Context: an optimization exercise on an open-source flow, tuned for small area and a short achievable clock period. The choices shown serve that exercise and are no tape-out recipe. The RTL of this run was laid out without a check of its function. Power and IR drop assume default switching activity.

===== flow/design.v =====
module lif_add #(
    parameter int W = 16
) (
    input  logic [W-1:0] a,
    input  logic [W-1:0] b,
    input  logic         cin,
    output logic [W-1:0] s
);
    logic [W-1:0] p0;
    logic [W-1:0] g [0:$clog2(W)];
    logic [W-1:0] p [0:$clog2(W)];
    always_comb begin
        p0   = a ^ b;
        g[0] = a & b;
        p[0] = p0;
        g[0][0] = (a[0] & b[0]) | (p0[0] & cin);
        for (int l = 0; l < $clog2(W); l++) begin
            for (int i = 0; i < W; i++) begin
                if (i >= (1 << l)) begin
                    g[l+1][i] = g[l][i] | (p[l][i] & g[l][i-(1<<l)]);
                    p[l+1][i] = p[l][i] & p[l][i-(1<<l)];
                end else begin
                    g[l+1][i] = g[l][i];
                    p[l+1][i] = p[l][i];
                end
            end
        end
        s[0] = p0[0] ^ cin;
        for (int i = 1; i < W; i++)
            s[i] = p0[i] ^ g[$clog2(W)][i-1];
    end
endmodule
module lif_sat17 (
    input  logic [16:0] x,
    output logic [15:0] y
);
    assign y = (x[16:15] == 2'b01) ? 16'h7fff : (x[16:15] == 2'b10) ? 16'h8000 : x[15:0];
endmodule
module lif_leak (
    input  logic [15:0] v,
    output logic [15:0] l
);
    logic [27:0] t1, t2, t3, cs_s, cs_c, m;
    logic [27:0] ve;
    always_comb begin
        ve = {{12{v[15]}}, v};
        t1 = (ve << 12);
        t2 = ~(ve << 7);
        t3 = ~(ve << 5);
        cs_s = t1 ^ t2 ^ t3;
        cs_c = (((t1 & t2) | (t1 & t3) | (t2 & t3)) << 1) | 28'd1;
    end
    logic [27:0] t4, cs2_s, cs2_c;
    always_comb begin
        t4 = ~(ve << 2);
        cs2_s = cs_s ^ cs_c ^ t4;
        cs2_c = (((cs_s & cs_c) | (cs_s & t4) | (cs_c & t4)) << 1) | 28'd1;
    end
    lif_add #(.W(28)) u_add (.a(cs2_s), .b(cs2_c), .cin(1'b1), .s(m));
    assign l = (v == 16'h7fff || v == 16'h7ffe) ? v : m[27:12];
endmodule
module lif_update_core (
    input  logic signed [15:0] lh,
    input  logic [1:0]         rh,
    input  logic signed [15:0] h,
    input  logic signed [15:0] pd,
    input  logic               hit,
    output logic               fire,
    output logic [15:0]        wb,       
    output logic signed [15:0] h_add     
);
    logic [17:0] lh18, h18, pd18;
    assign lh18 = {{2{lh[15]}}, lh};
    assign h18  = {{2{h[15]}}, h};
    assign pd18 = {{2{pd[15]}}, pd};
    logic [16:0] s_hp;
    lif_add #(.W(17)) u_hp (.a(h18[16:0]), .b(pd18[16:0]), .cin(1'b0), .s(s_hp));
    logic ovp, ovn;
    assign ovp = (s_hp[16:15] == 2'b01);
    assign ovn = (s_hp[16:15] == 2'b10);
    lif_sat17 u_sat_hp (.x(s_hp), .y(h_add));
    localparam logic [17:0] M4096 = -18'sd4096;
    logic [17:0] f1_s, f1_c, f1;
    assign f1_s = lh18 ^ h18 ^ M4096;
    assign f1_c = ((lh18 & h18) | (lh18 & M4096) | (h18 & M4096)) << 1;
    lif_add #(.W(18)) u_f1 (.a(f1_s), .b(f1_c), .cin(1'b0), .s(f1));
    logic [17:0] f2_s, f2_c, f2;
    assign f2_s = f1_s ^ f1_c ^ pd18;
    assign f2_c = ((f1_s & f1_c) | (f1_s & pd18) | (f1_c & pd18)) << 1;
    lif_add #(.W(18)) u_f2 (.a(f2_s), .b(f2_c), .cin(1'b0), .s(f2));
    logic fire_h, fire_p;
    assign fire_h = !f1[17];
    assign fire_p = ovp ? (lh >= -16'sd28671) : ovn ? 1'b0 : !f2[17];
    assign fire   = (rh == 2'd0) && (hit ? fire_p : fire_h);
    logic signed [15:0] a_eff;
    logic [16:0] s_v;
    assign a_eff = hit ? h_add : h;
    lif_add #(.W(17)) u_v (.a(lh18[16:0]), .b({a_eff[15], a_eff}), .cin(1'b0), .s(s_v));
    always_comb begin
        if (rh == 2'd2)
            wb = 16'h7fff;                   
        else if (rh == 2'd1)
            wb = 16'h0000;                   
        else if (fire)
            wb = 16'h7ffe;                   
        else if (s_v[16:15] == 2'b10)
            wb = 16'h8000;
        else
            wb = s_v[15:0];
    end
endmodule
module lif_tdm_scheduler #(
    parameter int N_NEURONS = 32,
    parameter int IDX_W     = $clog2(N_NEURONS)
) (
    input  logic                clk,
    input  logic                rst_n,
    input  logic                tick_in,
    input  logic                i_wr_en,
    input  logic [IDX_W-1:0]    i_wr_idx,
    input  logic signed [15:0]  i_wr_data,
    output logic                busy,
    output logic                done,
    output logic                tick_overrun,
    output logic                spk_valid,
    output logic [IDX_W-1:0]    spk_idx,
    input  logic                spk_ready
);
    localparam int N = N_NEURONS;
    localparam logic [IDX_W-1:0] LAST_IDX = N - 1;
    logic [IDX_W-1:0]   idx;           
    logic               swept;         
    logic signed [15:0] lh;
    logic [1:0]         rh;
    logic signed [15:0] h;
    logic               pv;
    logic [IDX_W-1:0]   pidx;
    logic signed [15:0] pd;
    logic               cq;            
    logic [15:0]        ring   [N];
    logic signed [15:0] acc    [N];
    logic [N-1:0]       acc_ok;
    logic               fire, stall, commit, last, hit;
    logic [15:0]        wb;
    logic signed [15:0] h_add;
    assign last = (idx == LAST_IDX);
    assign hit  = pv && (pidx == idx);
    lif_update_core u_core (
        .lh    (lh),
        .rh    (rh),
        .h     (h),
        .pd    (pd),
        .hit   (hit),
        .fire  (fire),
        .wb    (wb),
        .h_add (h_add)
    );
    assign stall  = fire && spk_valid && !spk_ready;
    assign commit = busy && !stall;
    always_ff @(posedge clk or negedge rst_n) begin
        if (!rst_n) begin
            busy         <= 1'b0;
            done         <= 1'b0;
            tick_overrun <= 1'b0;
            spk_valid    <= 1'b0;
            spk_idx      <= '0;
            idx          <= '0;
            swept        <= 1'b0;
            cq           <= 1'b0;
        end else begin
            done <= 1'b0;
            cq   <= commit;
            if (tick_in && (busy || done))
                tick_overrun <= 1'b1;
            if (spk_valid && spk_ready)
                spk_valid <= 1'b0;
            if (!busy && !done && tick_in)
                busy <= 1'b1;
            if (commit) begin
                idx <= idx + 1'b1;
                if (fire) begin
                    spk_valid <= 1'b1;
                    spk_idx   <= idx;
                end
                if (last) begin
                    busy  <= 1'b0;
                    done  <= 1'b1;
                    swept <= 1'b1;
                end
            end
        end
    end
    logic [IDX_W-1:0]   idx1;
    logic [15:0]        nx;
    logic [1:0]         nx_r;
    logic               nx_ok;
    logic signed [15:0] a_p, a_1, acc_add;
    logic [16:0]        s_ap;
    assign idx1  = idx + 1'b1;
    assign nx_ok = swept || last;
    assign nx    = cq ? ring[1] : ring[0];
    assign nx_r  = (nx == 16'h7fff) ? 2'd1 : (nx == 16'h7ffe) ? 2'd2 : 2'd0;
    assign a_p   = acc_ok[pidx] ? acc[pidx] : 16'sd0;
    assign a_1   = acc_ok[idx1] ? acc[idx1] : 16'sd0;
    lif_add #(.W(17)) u_ap (.a({a_p[15], a_p}), .b({pd[15], pd}), .cin(1'b0), .s(s_ap));
    lif_sat17 u_sat_ap (.x(s_ap), .y(acc_add));
    always_ff @(posedge clk or negedge rst_n) begin
        if (!rst_n) begin
            lh <= '0;
            rh <= '0;
            h  <= '0;
            pv <= 1'b0;
        end else begin
            pv <= i_wr_en;
            if (commit) begin
                lh <= (nx_ok && nx_r == 2'd0) ? nx : 16'sd0;
                rh <= nx_ok ? nx_r : 2'd0;
                h  <= (pv && pidx == idx1) ? acc_add : a_1;
            end else if (hit) begin
                h  <= h_add;
            end
        end
    end
    always_ff @(posedge clk) begin
        pidx <= i_wr_idx;
        pd   <= i_wr_data;
    end
    logic [15:0] wb_l;
    lif_leak u_leak (.v(ring[N-1]), .l(wb_l));
    always_ff @(posedge clk) begin
        ring[N-1] <= wb;
        if (cq) begin
            for (int k = 0; k < N - 2; k++)
                ring[k] <= ring[k+1];
            ring[N-2] <= wb_l;
        end
    end
    always_ff @(posedge clk) begin
        for (int k = 0; k < N; k++)
            if (pv && pidx == k)
                acc[k] <= acc_add;
    end
    always_ff @(posedge clk or negedge rst_n) begin
        if (!rst_n)
            acc_ok <= '0;
        else
            for (int k = 0; k < N; k++)
                if (idx == k)
                    acc_ok[k] <= 1'b0;
                else if (pv && pidx == k)
                    acc_ok[k] <= 1'b1;
    end
endmodule

===== flow/flow/run.sh =====
#!/bin/bash
# Standard synthesis, then the standard layout with a tighter setup-repair target (the
# constraints and clock period are unchanged) and a clock tree without dummy loads.
set -euo pipefail
bash standard.sh synth > synth.log 2>&1
bash standard.sh \
  SETUP_SLACK_MARGIN=9 \
  CTS_ARGS="-sink_clustering_enable -repair_clock_nets -dont_use_dummy_load -sink_clustering_size 30 -buf_list sky130_fd_sc_hd__clkbuf_4 sky130_fd_sc_hd__clkbuf_8" \
  finish > layout.log 2>&1

===== flow/standard.sh =====
#!/bin/bash
# synth_recipe.tcl (not shown) runs the flow's synth.tcl, then flattens the netlist and writes it again
# the make line also repeats each setting of config.mk as NAME=value (left out here)
make -C /OpenROAD-flow-scripts/flow DESIGN_CONFIG=/design/flow/config.mk WORK_HOME=/design/flow/orfs CLKGATE_MAP_FILE= SYNTH_SCRIPT=/design/flow/synth_recipe.tcl "${@:-finish}"

===== flow/config.mk =====
export PLATFORM = sky130hd
export DESIGN_NAME = lif_tdm_scheduler
export DESIGN_NICKNAME = lif_tdm_scheduler
export VERILOG_FILES = /design/flow/design.v
export SDC_FILE = /design/flow/constraint.sdc
export NUM_CORES = 4
export LEC_CHECK = 0
export CAP_MARGIN = 20
export CORE_MARGIN = 2
export CORE_UTILIZATION = 45
export PLACE_DENSITY = 0.6
export SLEW_MARGIN = 20

===== flow/constraint.sdc =====
create_clock -name core_clock -period 13.0 [get_ports {clk}]
set_input_delay 2.6000 -clock core_clock [delete_from_list [all_inputs] [get_ports {clk}]]
set_output_delay 2.6000 -clock core_clock [all_outputs]
set_load 0.01 [all_outputs]

==> metrics.cfg <==
[run_status]
outcome = aborted with a tool error
stop_stage = clock tree synthesis (4_1_cts)
error_line = [ERROR STA-0564] clock_tree_synthesis positional arguments not supported.

[floorplan]
die_x_um = 340
rows = 123
start_util_pct = 45.3
die_h_um = 340
ios = 35

[logic_synthesis]
synthFlopType = edfxtp_1
synth.most_common_cell = edfxtp_1
synth_top_area_share_pct = 58.5
postSynth.asyncResetShare_pct = 7.36
ys_seq_elements = 1128
synth_top_cell_by_area = edfxtp_1
yosys_warnings = 16
netlist_top_cells_count = edfxtp_1 (992), a22oi_1 (240), nor2_1 (194), nand2_1 (190), inv_1 (155)
synth.avg_cell_area_um2 = 13.7
synthDistinctLibCells = 90
netlist_area_um2 = 50900
synth_area_leaders = edfxtp_1 (59%), dfrtp_1 (4.1%), ha_1 (3.6%)
syn_nets = 3918
ys_seq_area_share_pct = 64.7
netlist_instances = 3705
synth_edf_count = 992

[placement]
place_ws_ps = 5890
globalplace.congestion = 1.04
io_buffers = 34
dp.final_hpwl_mm = 152

## through the flow
step | total power [mW] | std cells | instance area, µm² | hold slack [ps]
2_1_floorplan | 10.9 | 3705 | 51700 | 400
3_5_place_dp | 14.3 | 5185 | 54200 | 405
3_3_place_gp | 14.2 | 5185 | 54200 | 400
## how the worst min path moves through the flow
stage                                      from                    end  slack, ps  cells past startpoint
after global placement    ring[10][5]$_DFFE_PP_   ring[9][5]$_DFFE_PP_        400                      0
after detailed placement  ring[13][8]$_DFFE_PP_  ring[12][8]$_DFFE_PP_        400                      0
after floorplan           ring[11][0]$_DFFE_PP_  ring[10][0]$_DFFE_PP_        400                      0
## cell families after synthesis
logic type	Yosys count	synth area share (%)
adders and majority gates	198	5.43
xor gates and xnor gates	76	1.35
DFF	1128	64.7
muxes	108	2.67
AOI/OAI and AO/OA	1088	15.9
buffers and inverters	344	2.66
and+or+nand+nor	763	7.29
## power by group through the flow
stage / Sequential, mW / Clock (mW) / Combinational, mW
2_1_floorplan: 6.31 / 0 / 4.64
3_3_place_gp: 6.45 / 0 / 7.79
3_5_place_dp: 6.46 / 0 / 7.81
